This is an optimization exercise on Yosys and OpenROAD, whose aim is small area, not a production implementation. Only simulation tests tie the RTL to the original design; equivalence was not proved. The flow treats the clock pin as an ideal source, which a real chip does not have. Power is estimated from default activity; no workload was simulated.

// dmem_responder
module dmem_responder #(
    parameter int ADDR_WIDTH  = 6,
    parameter int WAIT_CYCLES = 1
) (
    input  logic        clk,
    input  logic        reset_n,
    input  logic        req_valid,
    output logic        req_ready,
    input  logic        req_write,
    input  logic [1:0]  req_size,
    input  logic        req_signed,
    input  logic [31:0] req_addr,
    input  logic [31:0] req_wdata,
    output logic        resp_valid,
    output logic [31:0] resp_rdata,
    output logic        resp_error
);
    logic wait_q, resp_q;
    logic idle;
    assign idle = ~(wait_q | resp_q);
    always_ff @(posedge clk or negedge reset_n) begin
        if (!reset_n) begin
            wait_q <= 1'b0;
            resp_q <= 1'b0;
        end else begin
            wait_q <= idle & req_valid;
            resp_q <= wait_q;
        end
    end
    assign req_ready  = idle;
    assign resp_valid = resp_q;
    logic req_err;
    assign req_err = (req_size == 2'b11)
                  || (req_size == 2'b01 && req_addr[0])
                  || (req_size == 2'b10 && req_addr[1:0] != 2'b00)
                  || (req_addr[31:6] != 26'd0);
    logic [5:0] addr_q;
    logic       err_q, rdok_q, byte_q, word_q, sx_q;
    always_ff @(posedge clk) begin
        if (idle) begin
            addr_q <= req_addr[5:0];
            err_q  <= req_err;
            rdok_q <= ~req_write & ~req_err;
            byte_q <= (req_size == 2'b00);
            word_q <= (req_size == 2'b10);
            sx_q   <= req_signed;
        end
    end
    assign resp_error = err_q;
    logic [511:0] mem_q;
    logic         wen;
    logic [3:0]   lane_en;
    logic [7:0]   lane_wd [4];
    assign wen = idle & req_valid & reset_n & req_write & ~req_err;
    always_comb begin
        case (req_size)
            2'b00:   lane_en = 4'b0001 << req_addr[1:0];
            2'b01:   lane_en = req_addr[1] ? 4'b1100 : 4'b0011;
            default: lane_en = 4'b1111;
        endcase
        lane_wd[0] = req_wdata[7:0];
        lane_wd[1] = (req_size == 2'b00) ? req_wdata[7:0] : req_wdata[15:8];
        lane_wd[2] = req_size[1] ? req_wdata[23:16] : req_wdata[7:0];
        lane_wd[3] = req_size[1] ? req_wdata[31:24]
                   : req_size[0] ? req_wdata[15:8] : req_wdata[7:0];
  ...
Size: ~530 flip-flops, about 19000 um^2 of cells after synthesis.
Settings: LEC_CHECK=0, CAP_MARGIN=20, CORE_MARGIN=2, CORE_UTILIZATION=65, GPL_TIMING_DRIVEN=0, PLACE_DENSITY=0.75, SLEW_MARGIN=20; clock period 10.0 ns.
standard.sh (not shown) runs the stock make flow with config.mk's settings and CLKGATE_MAP_FILE= SYNTH_SCRIPT=/design/flow/synth_recipe.tcl, a recipe that flattens the netlist after the stock synthesis.
==> flow/flow/run.sh <==
#!/bin/bash
# Layout flow: the standard ORFS flow (standard.sh) run on flow/mapped.v, a
# hand-mapped form of the RTL with the same registers, with small port
# buffers and a clock tree of small buffers.
set -euo pipefail
M=$PWD/flow/mapped.v
CTS="-sink_clustering_enable -repair_clock_nets -dont_use_dummy_load -buf_list {sky130_fd_sc_hd__clkbuf_16} -tree_buf sky130_fd_sc_hd__clkbuf_8 -root_buf sky130_fd_sc_hd__clkbuf_8 -sink_clustering_size 30 -sink_clustering_max_diameter 70"
bash standard.sh VERILOG_FILES="$M" \
  BUFFER_PORTS_ARGS="-buffer_cell sky130_fd_sc_hd__buf_1" \
  CTS_ARGS="$CTS" \
  finish > flow_make.log 2>&1
Other scripts of this flow, unchanged in this note and not shown: flow/flow/mapped.v
The starting point produced a clean layout.
Next try:
==> flow/flow/run.sh (replaced) <==
#!/bin/bash
# Layout flow: the standard ORFS flow (standard.sh) run on flow/mapped.v, a
# hand-mapped form of the RTL with the same registers, with small port
# buffers and a clock tree of small buffers.
set -euo pipefail
M=$PWD/flow/mapped.v
CTS="-sink_clustering_enable -repair_clock_nets -dont_use_dummy_load -buf_list {sky130_fd_sc_hd__clkbuf_16} -tree_buf sky130_fd_sc_hd__clkbuf_8 -root_buf sky130_fd_sc_hd__clkbuf_8 -sink_clustering_size 34 -sink_clustering_max_diameter 60"
bash standard.sh VERILOG_FILES="$M" \
  BUFFER_PORTS_ARGS="-buffer_cell sky130_fd_sc_hd__buf_1" \
  CTS_ARGS="$CTS" \
  POST_CTS_TCL="$PWD/flow/post_cts.tcl" \
  finish > flow_make.log 2>&1
==> flow/flow/post_cts.tcl (new file) <==
# After clock tree synthesis: a leaf clock buffer that drives few flip-flops
# does not need the largest buffer; use clkbuf_8 for leaves of 18 sinks or
# fewer, then legalise the placement again.
set n_down 0
foreach inst [get_cells clkbuf_leaf_*] {
  if { [get_property $inst ref_name] != "sky130_fd_sc_hd__clkbuf_16" } { continue }
  set out [get_pins -of_objects $inst -filter "direction==output"]
  set fanout [expr { [llength [get_pins -of_objects [get_nets -of_objects $out]]] - 1 }]
  if { $fanout <= 18 } {
    replace_cell $inst sky130_fd_sc_hd__clkbuf_8
    incr n_down
  }
}
puts "post_cts: $n_down leaf clock buffers resized to clkbuf_8"
detailed_placement
estimate_parasitics -placement
CORE_UTILIZATION = 82   (was 65)
PLACE_DENSITY = 0.9   (was 0.75)
Outcome: Setup slack is better by 220 ps; routed wire length is higher by roughly a tenth; core utilization went up by 18 points; first-iteration DRC count rose by well over a third; power falls slightly; cell area shrinks slightly; sequential share of layout area went up by 0.50 points; global-route usage came out higher by 13 points; die area decreases by about a fifth.
Next try:
--- a/flow/flow/run.sh
+++ b/flow/flow/run.sh
@@ -6,3 +6,3 @@
 M=$PWD/flow/mapped.v
-CTS="-sink_clustering_enable -repair_clock_nets -dont_use_dummy_load -buf_list {sky130_fd_sc_hd__clkbuf_16} -tree_buf sky130_fd_sc_hd__clkbuf_8 -root_buf sky130_fd_sc_hd__clkbuf_8 -sink_clustering_size 34 -sink_clustering_max_diameter 60"
+CTS="-sink_clustering_enable -repair_clock_nets -dont_use_dummy_load -buf_list {sky130_fd_sc_hd__clkbuf_16} -tree_buf sky130_fd_sc_hd__clkbuf_8 -root_buf sky130_fd_sc_hd__clkbuf_8 -sink_clustering_size 30 -sink_clustering_max_diameter 70"
 bash standard.sh VERILOG_FILES="$M" \
CORE_UTILIZATION = 86   (was 82)
PLACE_DENSITY = 0.93   (was 0.9)
With this change the flow did not get past global placement without I/O (3_1_place_gp_skip_io).
Area after synthesis is unchanged.
Synthesized cell count does not change.
Next try:
--- a/flow/flow/run.sh
+++ b/flow/flow/run.sh
@@ -6,3 +6,3 @@
 M=$PWD/flow/mapped.v
-CTS="-sink_clustering_enable -repair_clock_nets -dont_use_dummy_load -buf_list {sky130_fd_sc_hd__clkbuf_16} -tree_buf sky130_fd_sc_hd__clkbuf_8 -root_buf sky130_fd_sc_hd__clkbuf_8 -sink_clustering_size 30 -sink_clustering_max_diameter 70"
+CTS="-sink_clustering_enable -repair_clock_nets -dont_use_dummy_load -buf_list {sky130_fd_sc_hd__clkbuf_16} -tree_buf sky130_fd_sc_hd__clkbuf_8 -root_buf sky130_fd_sc_hd__clkbuf_8 -sink_clustering_size 32 -sink_clustering_max_diameter 70"
 bash standard.sh VERILOG_FILES="$M" \
CORE_UTILIZATION = 70   (was 86)
PLACE_DENSITY = 0.8   (was 0.93)
Result: With this change the flow finished clean; area after synthesis does not change; synthesized cell count stays the same.
Next try:
==> flow/flow/run.sh (replaced) <==
#!/bin/bash
# Layout flow: the standard ORFS flow (standard.sh) run on flow/mapped.v, a
# hand-mapped form of the RTL with the same registers, with small port
# buffers and a clock tree of small buffers.
set -euo pipefail
M=$PWD/flow/mapped.v
CTS="-sink_clustering_enable -repair_clock_nets -dont_use_dummy_load -buf_list {sky130_fd_sc_hd__clkbuf_16} -tree_buf sky130_fd_sc_hd__clkbuf_8 -root_buf sky130_fd_sc_hd__clkbuf_8 -sink_clustering_size 34 -sink_clustering_max_diameter 70"
bash standard.sh VERILOG_FILES="$M" \
  BUFFER_PORTS_ARGS="-buffer_cell sky130_fd_sc_hd__buf_1" \
  CTS_ARGS="$CTS" \
  finish > flow_make.log 2>&1
CORE_UTILIZATION = 75   (was 70)
PLACE_DENSITY = 0.85   (was 0.8)
removed: flow/flow/post_cts.tcl
Result: The new run finished clean; cell count shrinks by 0.57%; maximum frequency shrinks by 2.1%; hold slack gets better by 6.6 ps; power grows by 0.79%.

========
== fjord ==
dmem_responder again, from the RTL that the note above started with.
Settings: LEC_CHECK=0, CAP_MARGIN=20, CORE_MARGIN=2, CORE_UTILIZATION=50, GPL_TIMING_DRIVEN=0, PLACE_DENSITY=0.6, SLEW_MARGIN=20; clock period 10.0 ns.
==> flow/flow/run.sh <==
#!/bin/bash
# Layout flow: the standard ORFS flow (standard.sh) run on flow/mapped.v, a
# hand-mapped form of the RTL with the same registers, with small port
# buffers and a clock tree of small buffers.
set -euo pipefail
M=$PWD/flow/mapped.v
CTS="-sink_clustering_enable -repair_clock_nets -dont_use_dummy_load -buf_list {sky130_fd_sc_hd__clkbuf_8} -sink_clustering_size 16 -sink_clustering_max_diameter 50"
bash standard.sh VERILOG_FILES="$M" \
  BUFFER_PORTS_ARGS="-buffer_cell sky130_fd_sc_hd__buf_1" \
  CTS_ARGS="$CTS" \
  finish > flow_make.log 2>&1
==> flow/flow/mapped.v <==
// Hand-mapped version of rtl/dmem_responder.sv for the layout flow: the
// storage update gates and the load word multiplexer are placed as library
// cells; the small control and alignment logic is left to synthesis.
// Register names and kinds match the standard synthesis of the RTL.
module dmem_responder #(
    parameter int ADDR_WIDTH  = 6,
    parameter int WAIT_CYCLES = 1
) (
    input  logic        clk,
    input  logic        reset_n,
    input  logic        req_valid,
    output logic        req_ready,
    input  logic        req_write,
    input  logic [1:0]  req_size,
    input  logic        req_signed,
    input  logic [31:0] req_addr,
    input  logic [31:0] req_wdata,
    output logic        resp_valid,
    output logic [31:0] resp_rdata,
    output logic        resp_error
);

    logic wait_q, resp_q;
    logic idle, idle_b;

    assign idle   = ~(wait_q | resp_q);
    assign idle_b = ~(wait_q ^ resp_q);

    always_ff @(posedge clk or negedge reset_n) begin
        if (!reset_n) begin
            wait_q <= 1'b0;
            resp_q <= 1'b0;
        end else begin
            wait_q <= idle & req_valid;
            resp_q <= wait_q;
        end
    end

    assign req_ready  = idle;
    assign resp_valid = resp_q;

    logic req_err;
    assign req_err = (req_size == 2'b11)
                  || (req_size == 2'b01 && req_addr[0])
                  || (req_size == 2'b10 && req_addr[1:0] != 2'b00)
                  || (req_addr[31:6] != 26'd0);

    logic [5:0] addr_q;
    logic       err_q, rdok_q, byte_q, word_q, sx_q;

    always_ff @(posedge clk) begin
        if (idle) begin
            addr_q <= req_addr[5:0];
            err_q  <= req_err;
            rdok_q <= ~req_write & ~req_err;
            byte_q <= (req_size == 2'b00);
            word_q <= (req_size == 2'b10);
            sx_q   <= req_signed;
        end
    end

    assign resp_error = err_q;

    // ---------------- store path ----------------
    // Each stored bit takes (bit & keep) | (wdm & roww): wdm is the lane's
    // store data already gated by the lane's write enable, roww the word
    // decode, keep the byte's hold condition.
    logic [3:0]  lane_en;
    logic        vw;
    logic [3:0]  ls, lkeep;
    logic [7:0]  wsel;
    logic [3:0]  whi_n, wlo_n;
    logic [15:0] row_c [2];

    always_comb begin
        case (req_size)
            2'b00:   lane_en = 4'b0001 << req_addr[1:0];
            2'b01:   lane_en = req_addr[1] ? 4'b1100 : 4'b0011;
            default: lane_en = 4'b1111;
        endcase
        vw = req_valid & reset_n & req_write & ~req_err;
        for (int l = 0; l < 4; l++) begin
            ls[l]    = idle & vw & lane_en[l];
            lkeep[l] = idle_b & vw & lane_en[l];
        end
        // data source selects per lane
        wsel[0] = ls[0];
        wsel[1] = ls[1] & (req_size == 2'b00);
        wsel[2] = ls[1] & (req_size != 2'b00);
        wsel[3] = ls[2] & ~req_size[1];
        wsel[4] = ls[2] & req_size[1];
        wsel[5] = ls[3] & (req_size == 2'b00);
        wsel[6] = ls[3] & (req_size == 2'b01);
        wsel[7] = ls[3] & req_size[1];
        for (int i = 0; i < 4; i++) begin
            whi_n[i] = ~(req_addr[5:4] == 2'(i));
            wlo_n[i] = ~(req_addr[3:2] == 2'(i));
        end
    end

    logic [31:0] wdm;
    logic [7:0]  w3_n;
    for (genvar j = 0; j < 8; j++) begin : g_wd
        sky130_fd_sc_hd__and2_1 u_w0 (.A(req_wdata[j]), .B(wsel[0]), .X(wdm[j]));
        sky130_fd_sc_hd__a22o_1 u_w1 (.A1(req_wdata[j]), .A2(wsel[1]),
                                      .B1(req_wdata[8+j]), .B2(wsel[2]), .X(wdm[8+j]));
        sky130_fd_sc_hd__a22o_1 u_w2 (.A1(req_wdata[j]), .A2(wsel[3]),
                                      .B1(req_wdata[16+j]), .B2(wsel[4]), .X(wdm[16+j]));
        sky130_fd_sc_hd__a222oi_1 u_w3n (.A1(req_wdata[j]), .A2(wsel[5]),
                                         .B1(req_wdata[8+j]), .B2(wsel[6]),
                                         .C1(req_wdata[24+j]), .C2(wsel[7]), .Y(w3_n[j]));
        sky130_fd_sc_hd__inv_2 u_w3 (.A(w3_n[j]), .Y(wdm[24+j]));
    end

    logic [511:0] mem_q, mem_d;
    logic [63:0]  keep_b;

    for (genvar k = 0; k < 16; k++) begin : g_w
        for (genvar h = 0; h < 2; h++) begin : g_h
            sky130_fd_sc_hd__nor2_2 u_row (.A(whi_n[k/4]), .B(wlo_n[k%4]), .Y(row_c[h][k]));
        end
        for (genvar l = 0; l < 4; l++) begin : g_l
            sky130_fd_sc_hd__nand2_1 u_keep (.A(row_c[l/2][k]), .B(lkeep[l]), .Y(keep_b[4*k+l]));
            for (genvar j = 0; j < 8; j++) begin : g_b
                sky130_fd_sc_hd__a22o_1 u_upd (
                    .A1(mem_q[32*k+8*l+j]), .A2(keep_b[4*k+l]),
                    .B1(wdm[8*l+j]),        .B2(row_c[l/2][k]),
                    .X(mem_d[32*k+8*l+j]));
            end
        end
    end

    always_ff @(posedge clk)
        mem_q <= mem_d;

    // ---------------- load path ----------------
    // Row selects, one copy per output byte lane: rsel_c[c][k] drives the
    // load multiplexer of bits 8c..8c+7.
    logic [3:0]  rhi_n, rlo_n;
    logic [15:0] rsel_c [4];
    always_comb
        for (int i = 0; i < 4; i++) begin
            rhi_n[i] = ~(rdok_q & (addr_q[5:4] == 2'(i)));
            rlo_n[i] = ~(addr_q[3:2] == 2'(i));
        end
    for (genvar c = 0; c < 4; c++) begin : g_rc
        for (genvar k = 0; k < 16; k++) begin : g_rk
            sky130_fd_sc_hd__nor2_1 u_rs (.A(rhi_n[k/4]), .B(rlo_n[k%4]), .Y(rsel_c[c][k]));
        end
    end

    logic [31:0] word_n;
    for (genvar b = 0; b < 32; b++) begin : g_rd
        logic [5:0] y;
        logic [1:0] z;
        for (genvar g = 0; g < 5; g++) begin : g_g
            sky130_fd_sc_hd__a222oi_1 u_aoi (
                .A1(mem_q[32*(3*g)+b]),   .A2(rsel_c[b/8][3*g]),
                .B1(mem_q[32*(3*g+1)+b]), .B2(rsel_c[b/8][3*g+1]),
                .C1(mem_q[32*(3*g+2)+b]), .C2(rsel_c[b/8][3*g+2]),
                .Y(y[g]));
        end
        sky130_fd_sc_hd__nand2_1 u_n15 (.A(mem_q[32*15+b]), .B(rsel_c[b/8][15]), .Y(y[5]));
        sky130_fd_sc_hd__nand3_1 u_z0 (.A(y[0]), .B(y[1]), .C(y[2]), .Y(z[0]));
        sky130_fd_sc_hd__nand3_1 u_z1 (.A(y[3]), .B(y[4]), .C(y[5]), .Y(z[1]));
        sky130_fd_sc_hd__nor2_1  u_w  (.A(z[0]), .B(z[1]), .Y(word_n[b]));
    end

    // Alignment, on the inverted word: hi_n is the odd byte for a halfword
    // or word, lo2_n the even byte, lo the addressed byte.
    logic [7:0] hi_n, lo2_n, lo;
    logic       byte_n, word_n_q, ext_n;
    for (genvar j = 0; j < 8; j++) begin : g_al
        sky130_fd_sc_hd__mux2_1  u_hi  (.A0(word_n[8+j]), .A1(word_n[24+j]), .S(addr_q[1]), .X(hi_n[j]));
        sky130_fd_sc_hd__mux2_1  u_lo2 (.A0(word_n[j]),   .A1(word_n[16+j]), .S(addr_q[1]), .X(lo2_n[j]));
        sky130_fd_sc_hd__mux2i_1 u_lo  (.A0(lo2_n[j]),    .A1(hi_n[j]),      .S(addr_q[0]), .Y(lo[j]));
        sky130_fd_sc_hd__o22ai_1 u_o1  (.A1(hi_n[j]), .A2(byte_q), .B1(ext_n), .B2(byte_n),
                                        .Y(resp_rdata[8+j]));
    end
    for (genvar j = 16; j < 32; j++) begin : g_up
        sky130_fd_sc_hd__o22ai_1 u_o2 (.A1(word_n[j]), .A2(word_n_q), .B1(ext_n), .B2(word_q),
                                       .Y(resp_rdata[j]));
    end
    always_comb begin
        byte_n   = ~byte_q;
        word_n_q = ~word_q;
        ext_n    = ~(sx_q & (byte_q ? lo[7] : ~hi_n[7]));
    end
    assign resp_rdata[7:0] = lo;

endmodule
Setup changes, fjord to garnet
- swapping 50 for 65 in CORE_UTILIZATION
- swapping 0.6 for 0.75 in PLACE_DENSITY
-- flow/flow/run.sh --
<<< fjord, line 6
M=$PWD/flow/mapped.v
CTS="-sink_clustering_enable -repair_clock_nets -dont_use_dummy_load -buf_list {sky130_fd_sc_hd__clkbuf_8} -sink_clustering_size 16 -sink_clustering_max_diameter 50"
bash standard.sh VERILOG_FILES="$M" \
>>> garnet, line 6
M=$PWD/flow/mapped.v
CTS="-sink_clustering_enable -repair_clock_nets -dont_use_dummy_load -buf_list {sky130_fd_sc_hd__clkbuf_16} -sink_clustering_size 30 -sink_clustering_max_diameter 70"
bash standard.sh VERILOG_FILES="$M" \
-- flow/flow/mapped.v --
<<< fjord, line 119
        for (genvar h = 0; h < 2; h++) begin : g_h
            sky130_fd_sc_hd__nor2_2 u_row (.A(whi_n[k/4]), .B(wlo_n[k%4]), .Y(row_c[h][k]));
        end
>>> garnet, line 119
        for (genvar h = 0; h < 2; h++) begin : g_h
            sky130_fd_sc_hd__nor2_1 u_row (.A(whi_n[k/4]), .B(wlo_n[k%4]), .Y(row_c[h][k]));
        end
Notes after the runs:
For garnet, the busiest layer in global routing was met2, unlike fjord, where it was met1.
Clock-buffer cell count (higher): fjord
Looking at fjord and garnet, the area used by multi-input combinational logic is a wash.
Per the comparison of garnet with fjord, synthesized area -about 0.4%; total of fill cells in the finished design -1282; multi-input logic portion of the cell area +0.21 points.
Fmax essentially unchanged between garnet and fjord.
For leakage power figure, garnet and fjord come out practically identical.
Taking fjord as the reference, in garnet power shows no meaningful change; wire length moved down; fraction of synthesized area in multiplexers held steady.
Inputs modified between garnet and juniper:
-- flow/flow/run.sh --
<<< garnet, line 6
M=$PWD/flow/mapped.v
CTS="-sink_clustering_enable -repair_clock_nets -dont_use_dummy_load -buf_list {sky130_fd_sc_hd__clkbuf_16} -sink_clustering_size 30 -sink_clustering_max_diameter 70"
bash standard.sh VERILOG_FILES="$M" \
>>> juniper, line 6
M=$PWD/flow/mapped.v
CTS="-sink_clustering_enable -repair_clock_nets -dont_use_dummy_load -buf_list {sky130_fd_sc_hd__clkbuf_8} -tree_buf sky130_fd_sc_hd__clkbuf_8 -root_buf sky130_fd_sc_hd__clkbuf_8 -sink_clustering_size 18 -sink_clustering_max_diameter 45"
bash standard.sh VERILOG_FILES="$M" \
-- flow/flow/mapped.v --
<<< garnet, line 119
        for (genvar h = 0; h < 2; h++) begin : g_h
            sky130_fd_sc_hd__nor2_1 u_row (.A(whi_n[k/4]), .B(wlo_n[k%4]), .Y(row_c[h][k]));
        end
>>> juniper, line 119
        for (genvar h = 0; h < 2; h++) begin : g_h
            sky130_fd_sc_hd__nor2_2 u_row (.A(whi_n[k/4]), .B(wlo_n[k%4]), .Y(row_c[h][k]));
        end
## What came out
- STATUS total via count in the routed design: juniper loses against garnet
- Going from garnet to juniper, the clock share of power was found to have gone down by 1.0 points.
- Max slack of the critical path across garnet and juniper: juniper
- | fraction of standard cell area that is sequential | juniper vs garnet | ≈ equal |
> inputs changed (juniper -> violet)
- CORE_UTILIZATION now 50, was 65
- PLACE_DENSITY now 0.6, was 0.75
-- flow/flow/run.sh --
<<< juniper, line 6
M=$PWD/flow/mapped.v
CTS="-sink_clustering_enable -repair_clock_nets -dont_use_dummy_load -buf_list {sky130_fd_sc_hd__clkbuf_8} -tree_buf sky130_fd_sc_hd__clkbuf_8 -root_buf sky130_fd_sc_hd__clkbuf_8 -sink_clustering_size 18 -sink_clustering_max_diameter 45"
bash standard.sh VERILOG_FILES="$M" \
>>> violet, line 6
M=$PWD/flow/mapped.v
CTS="-sink_clustering_enable -repair_clock_nets -dont_use_dummy_load -buf_list {sky130_fd_sc_hd__clkbuf_8} -sink_clustering_size 16 -sink_clustering_max_diameter 50"
bash standard.sh VERILOG_FILES="$M" \
-- flow/flow/mapped.v --
<<< juniper, line 119
        for (genvar h = 0; h < 2; h++) begin : g_h
            sky130_fd_sc_hd__nor2_2 u_row (.A(whi_n[k/4]), .B(wlo_n[k%4]), .Y(row_c[h][k]));
        end
>>> violet, line 119
        for (genvar h = 0; h < 2; h++) begin : g_h
            sky130_fd_sc_hd__nor2_1 u_row (.A(whi_n[k/4]), .B(wlo_n[k%4]), .Y(row_c[h][k]));
        end
## What came out
nand2_1 as the master of the slowest instance on the critical path was reported by juniper, and nand3b_1 by violet.
violet gives more detailed placer's ending HPWL than juniper did.
violet vs juniper: peak supply drop down by more than a quarter
Of violet and juniper, the lower fraction of power consumed by combinational cells belongs to juniper.
Across both runs, global-route usage over all layers was lower for violet than for juniper.
violet: area after synthesis about 0.4% below juniper
Looking at overall power across violet and juniper, the one that comes out lower is juniper.
When the final numbers for violet and juniper were put side by side, the worst setup margin turned out to be smaller in violet.
Reg-to-reg setup timing slack sits higher in violet than in juniper.
As far as clock slew seen by the registers of the worst setup and hold paths is concerned, juniper and violet perform about the same.
Summary — clock group share of total power, violet relative to juniper: higher, by 0.6 points.
Hold slack on violet is ahead of juniper.
Here is what was changed in the inputs of onyx compared with violet.
- a change of CORE_UTILIZATION from 50 to 65
- a change of PLACE_DENSITY from 0.6 to 0.75
-- flow/flow/run.sh --
<<< violet, line 6
M=$PWD/flow/mapped.v
CTS="-sink_clustering_enable -repair_clock_nets -dont_use_dummy_load -buf_list {sky130_fd_sc_hd__clkbuf_8} -sink_clustering_size 16 -sink_clustering_max_diameter 50"
bash standard.sh VERILOG_FILES="$M" \
>>> onyx, line 6
M=$PWD/flow/mapped.v
CTS="-sink_clustering_enable -repair_clock_nets -dont_use_dummy_load -buf_list {sky130_fd_sc_hd__clkbuf_16} -tree_buf sky130_fd_sc_hd__clkbuf_8 -root_buf sky130_fd_sc_hd__clkbuf_8 -sink_clustering_size 26 -sink_clustering_max_diameter 60"
bash standard.sh VERILOG_FILES="$M" \
-- flow/flow/mapped.v --
<<< violet, line 119
        for (genvar h = 0; h < 2; h++) begin : g_h
            sky130_fd_sc_hd__nor2_1 u_row (.A(whi_n[k/4]), .B(wlo_n[k%4]), .Y(row_c[h][k]));
        end
>>> onyx, line 119
        for (genvar h = 0; h < 2; h++) begin : g_h
            sky130_fd_sc_hd__nor2_2 u_row (.A(whi_n[k/4]), .B(wlo_n[k%4]), .Y(row_c[h][k]));
        end
### Flow results
Relative to violet, ratio of cells with drive above 1 in the final layout decreased by 1.2 points in onyx.
Average size of a mapped cell went up slightly going from violet to onyx.
On multi-input gate area in the final layout, violet and onyx are neck and neck.
The following lists how lagoon was set up differently from onyx:
-- flow/flow/run.sh --
<<< onyx, line 6
M=$PWD/flow/mapped.v
CTS="-sink_clustering_enable -repair_clock_nets -dont_use_dummy_load -buf_list {sky130_fd_sc_hd__clkbuf_16} -tree_buf sky130_fd_sc_hd__clkbuf_8 -root_buf sky130_fd_sc_hd__clkbuf_8 -sink_clustering_size 26 -sink_clustering_max_diameter 60"
bash standard.sh VERILOG_FILES="$M" \
>>> lagoon, line 6
M=$PWD/flow/mapped.v
CTS="-sink_clustering_enable -repair_clock_nets -dont_use_dummy_load -buf_list {sky130_fd_sc_hd__clkbuf_16} -tree_buf sky130_fd_sc_hd__clkbuf_8 -root_buf sky130_fd_sc_hd__clkbuf_8 -sink_clustering_size 30 -sink_clustering_max_diameter 70"
bash standard.sh VERILOG_FILES="$M" \
### Flow results
Period utilization, onyx and lagoon: smaller value in lagoon. Compared with onyx, in lagoon maximum achievable frequency moved up, wire length per cell moved up, clock buffer count moved down, layout overhead on the synthesized area moved down. onyx → lagoon: overall fraction of global-route tracks in use did not really move; count of port buffers added during placement saw little to no change; number of buffers on the longest clock path held. Compared with onyx, lagoon shows a core utilization of the finished layout that is 0.60 points lower.

[static timing again, ports no longer ideal]
The flow's constraints put no driver on any port. The routed layouts listed below were extracted and timed again, unchanged, in two steps.
Step 1 (the two cells are an assumption about what drives the block):
set clk [get_ports {clk}]
set_driving_cell -lib_cell sky130_fd_sc_hd__clkbuf_16 $clk
set_driving_cell -lib_cell sky130_fd_sc_hd__buf_2 [delete_from_list [all_inputs] $clk]
Step 2 times the ports against the registers' clock, not the clock port: input delays grow and output delays shrink by t, the midpoint of the rising clock arrivals with the driver on.
Three values: ideal, step 1, step 2; two values: the first two.
run | t, ns | setup slack, ns | clock arrival spread, ns
the first run of note 1 | 0.697 | 2.668 / 2.618 / 3.314 | 0.065 / 0.065
the second run of note 1 | 0.702 | 2.885 / 2.835 / 3.537 | 0.034 / 0.035
the fourth run of note 1 | 0.674 | 3.038 / 2.987 / 3.661 | 0.047 / 0.048
the fifth run of note 1 | 0.675 | 2.889 / 2.840 / 3.515 | 0.097 / 0.097
fjord | 0.694 | 2.649 / 2.595 / 3.288 | 0.056 / 0.057
garnet | 0.610 | 2.648 / 2.595 / 3.205 | 0.053 / 0.052
juniper | 0.617 | 2.766 / 2.715 / 3.332 | 0.058 / 0.058
violet | 0.679 | 2.065 / 2.011 / 2.691 | 0.042 / 0.043
onyx | 0.742 | 2.628 / 2.578 / 3.321 | 0.068 / 0.069
lagoon | 0.705 | 2.678 / 2.629 / 3.334 | 0.072 / 0.072
After both steps every run listed still meets setup and hold.
